This is an optimization exercise on Yosys and OpenROAD, whose aim is small area, not a production implementation. The RTL was checked by simulation tests, not by an equivalence proof against the original design. Power is estimated from default activity; no workload was simulated.

==> build 25: inputs <==
==> flow/design.v <==
module tpic_readback #(
    parameter int WIDTH   = 432,
    parameter int CLK_DIV = 2
) (
    input  logic             clk_i,
    input  logic             reset_n_i,
    input  logic             start_i,
    input  logic [WIDTH-1:0] data_i,
    input  logic             tpic_miso_i,
    output logic             sclk_o,
    output logic             sout_o,
    output logic             rck_o,
    output logic             busy_o,
    output logic             done_o,
    output logic [WIDTH-1:0] readback_o,
    output logic             mismatch_o,
    output logic [15:0]      error_count_o
);
    localparam int CW = $clog2(4 * WIDTH + 1);
    localparam int EW = $clog2(WIDTH + 1);
    localparam logic [CW-1:0] LAST_CNT = CW'(4 * WIDTH - 1);
    typedef enum logic [1:0] {
        IDLE,
        LOAD,
        RUN,
        FIN
    } state_t;
    state_t           state_q;
    logic [CW-1:0]    cnt_q;       
    logic             cap_q;       
    logic             valid_q;     
    logic             done_q;
    logic [EW-1:0]    errCount_q;
    logic [WIDTH-1:0] imgN_q;      
    wire msb = ~imgN_q[WIDTH-1];
    always_ff @(posedge clk_i or negedge reset_n_i) begin
        if (!reset_n_i) begin
            state_q    <= IDLE;
            cnt_q      <= '0;
            cap_q      <= 1'b0;
            valid_q    <= 1'b0;
            done_q     <= 1'b0;
            errCount_q <= '0;
        end else begin
            done_q <= 1'b0;
            unique case (state_q)
                IDLE: begin
                    if (start_i) begin
                        state_q    <= LOAD;
                        errCount_q <= '0;
                    end
                end
                LOAD: state_q <= RUN;
                RUN: begin
                    cnt_q <= cnt_q + CW'(1);
                    if (cnt_q[1:0] == 2'd1) begin
                        cap_q <= tpic_miso_i;
                        if (tpic_miso_i != msb)
                            errCount_q <= errCount_q + EW'(1);
                    end
                    if (cnt_q == LAST_CNT)
                        state_q <= FIN;
                end
                FIN: begin
                    state_q <= IDLE;
                    cnt_q   <= '0;
                    valid_q <= 1'b1;
                    done_q  <= 1'b1;
                end
            endcase
        end
    end
    always_ff @(posedge clk_i) begin
        if (state_q == IDLE && start_i)
            imgN_q <= ~data_i;
        else if (state_q == RUN && cnt_q[1:0] == 2'd3)
            imgN_q <= {imgN_q[WIDTH-2:0], ~cap_q};
    end
    assign sclk_o        = cnt_q[1];
    assign sout_o        = (state_q == LOAD || state_q == RUN) & msb;
    assign rck_o         = 1'b0;
    assign busy_o        = (state_q != IDLE);
    assign done_o        = done_q;
    assign readback_o    = valid_q ? ~imgN_q : '0;
    assign mismatch_o    = |errCount_q;
    assign error_count_o = 16'(errCount_q);
endmodule
==> flow/run.sh <==
#!/bin/bash
# synth_recipe.tcl (not shown) runs the flow's synth.tcl, then flattens the netlist and writes it again
# the make line also repeats each setting of config.mk as NAME=value (left out here)
make -C /OpenROAD-flow-scripts/flow DESIGN_CONFIG=/design/flow/config.mk WORK_HOME=/design/flow/orfs CLKGATE_MAP_FILE= SYNTH_SCRIPT=/design/flow/synth_recipe.tcl finish
==> flow/config.mk <==
export PLATFORM = sky130hd
export DESIGN_NAME = tpic_readback
export DESIGN_NICKNAME = tpic_readback
export VERILOG_FILES = /design/flow/design.v
export SDC_FILE = /design/flow/constraint.sdc
export NUM_CORES = 4
export LEC_CHECK = 0
export CAP_MARGIN = 20
export CORE_AREA = 5 5 345 345
export DIE_AREA = 0 0 350 350
export SLEW_MARGIN = 20
==> flow/constraint.sdc <==
create_clock -name core_clock -period 10.0 [get_ports {clk_i}]
set_input_delay 2.0000 -clock core_clock [delete_from_list [all_inputs] [get_ports {clk_i}]]
set_output_delay 2.0000 -clock core_clock [all_outputs]
set_load 0.01 [all_outputs]
==> build 28 (differences from build 25) <==
--- a/flow/design.v
+++ b/flow/design.v
@@ -71,9 +71,11 @@
         end
     end
+    wire ld = (state_q == IDLE) & start_i;
+    wire sh = (state_q == RUN) & (cnt_q[1:0] == 2'd3);
+    wire hd = ~(ld | sh);
+    wire [WIDTH-1:0] img  = ~imgN_q;
+    wire [WIDTH-1:0] prev = {img[WIDTH-2:0], cap_q};
     always_ff @(posedge clk_i) begin
-        if (state_q == IDLE && start_i)
-            imgN_q <= ~data_i;
-        else if (state_q == RUN && cnt_q[1:0] == 2'd3)
-            imgN_q <= {imgN_q[WIDTH-2:0], ~cap_q};
+        imgN_q <= ~(({WIDTH{hd}} & img) | ({WIDTH{sh}} & prev) | ({WIDTH{ld}} & data_i));
     end
     assign sclk_o        = cnt_q[1];
==> flow/flow/run.sh (new file) <==
#!/bin/bash
# The standard layout, except that the port buffers are the platform's
# smallest buffer (buf_1) rather than the one buffer_ports picks by default.
set -euo pipefail
bash standard.sh 'BUFFER_PORTS_ARGS=-buffer_cell sky130_fd_sc_hd__buf_1' finish > standard.log 2>&1
==> flow/standard.sh (new file) <==
#!/bin/bash
# synth_recipe.tcl (not shown) runs the flow's synth.tcl, then flattens the netlist and writes it again
# the make line also repeats each setting of config.mk as NAME=value (left out here)
make -C /OpenROAD-flow-scripts/flow DESIGN_CONFIG=/design/flow/config.mk WORK_HOME=/design/flow/orfs CLKGATE_MAP_FILE= SYNTH_SCRIPT=/design/flow/synth_recipe.tcl "${@:-finish}"
--- a/flow/config.mk
+++ b/flow/config.mk
@@ -6,6 +6,7 @@
 export NUM_CORES = 4
 export LEC_CHECK = 0
+export ABC_AREA = 1
 export CAP_MARGIN = 20
-export CORE_AREA = 5 5 345 345
-export DIE_AREA = 0 0 350 350
+export CORE_AREA = 2 2 368 88
+export DIE_AREA = 0 0 370 90
 export SLEW_MARGIN = 20
removed: flow/run.sh
==> qor summary <==
| metric | build 28 | build 25 |
|---|---|---|
| Result of the run | complete, no violations | complete, no violations |
| Setup slack after layout | 5.27 ns | 4.63 ns |
| Count of plain and timing-repair buffers in the layout | 890 | 892 |
| Depth of the worst hold-timing path | 1 | 2 |
| Final non-filler cell total | 3,315 | 4,397 |
| Portion of the clock cycle consumed by the worst path in the final layout | 47.3% | 53.7% |
| Combined area of all synthesized cells | 0.0177 mm2 | 0.0214 mm2 |
| Number of cell rows | 31 | 124 |
| Number of placed instances, taps included | 3,253 | 4,276 |
| Pre-CTS setup slack | 5.60 ns | 4.81 ns |
| Most common cell after layout, fill and taps aside | sky130_fd_sc_hd__buf_1 | sky130_fd_sc_hd__clkdlybuf4s50_1 |
| Power consumed by combinational cells | 3.52 mW | 0.220 mW |
| Share of synthesized cell area in and, or, nand and nor gates | 11.8% | 21.6% |
| Area of the multi-input gates | 0.00727 mm2 | 0.00720 mm2 |
| Worst hold slack after final layout | 0.483 ns | 0.547 ns |
| Worst Tran Pin Value | 1.23 ns | 1.05 ns |

[re-timing with driven ports]
In the flow no input, the clock included, has a driving cell. The finished layouts below were timed again as built, in two steps.
Step 1 assumes that a clkbuf_16 drives the clock port and a buf_2 every other input.
Step 2 moves the port delays by t, midway between the first and last clock arrival at a register: inputs arrive t later, outputs are due t later. That takes back most of the time a late clock gives input paths.
Slacks: ideal ports / drivers / drivers and shift; pairs: ideal ports / drivers.
run	t, ns	slack for setup (ns)	worst data-port slew with drivers (ns)
build 25	0.684	4.625 / 4.553 / 4.747	0.25
build 28	0.591	5.270 / 5.205 / 5.578	0.18
After both steps every run listed still meets setup and hold.
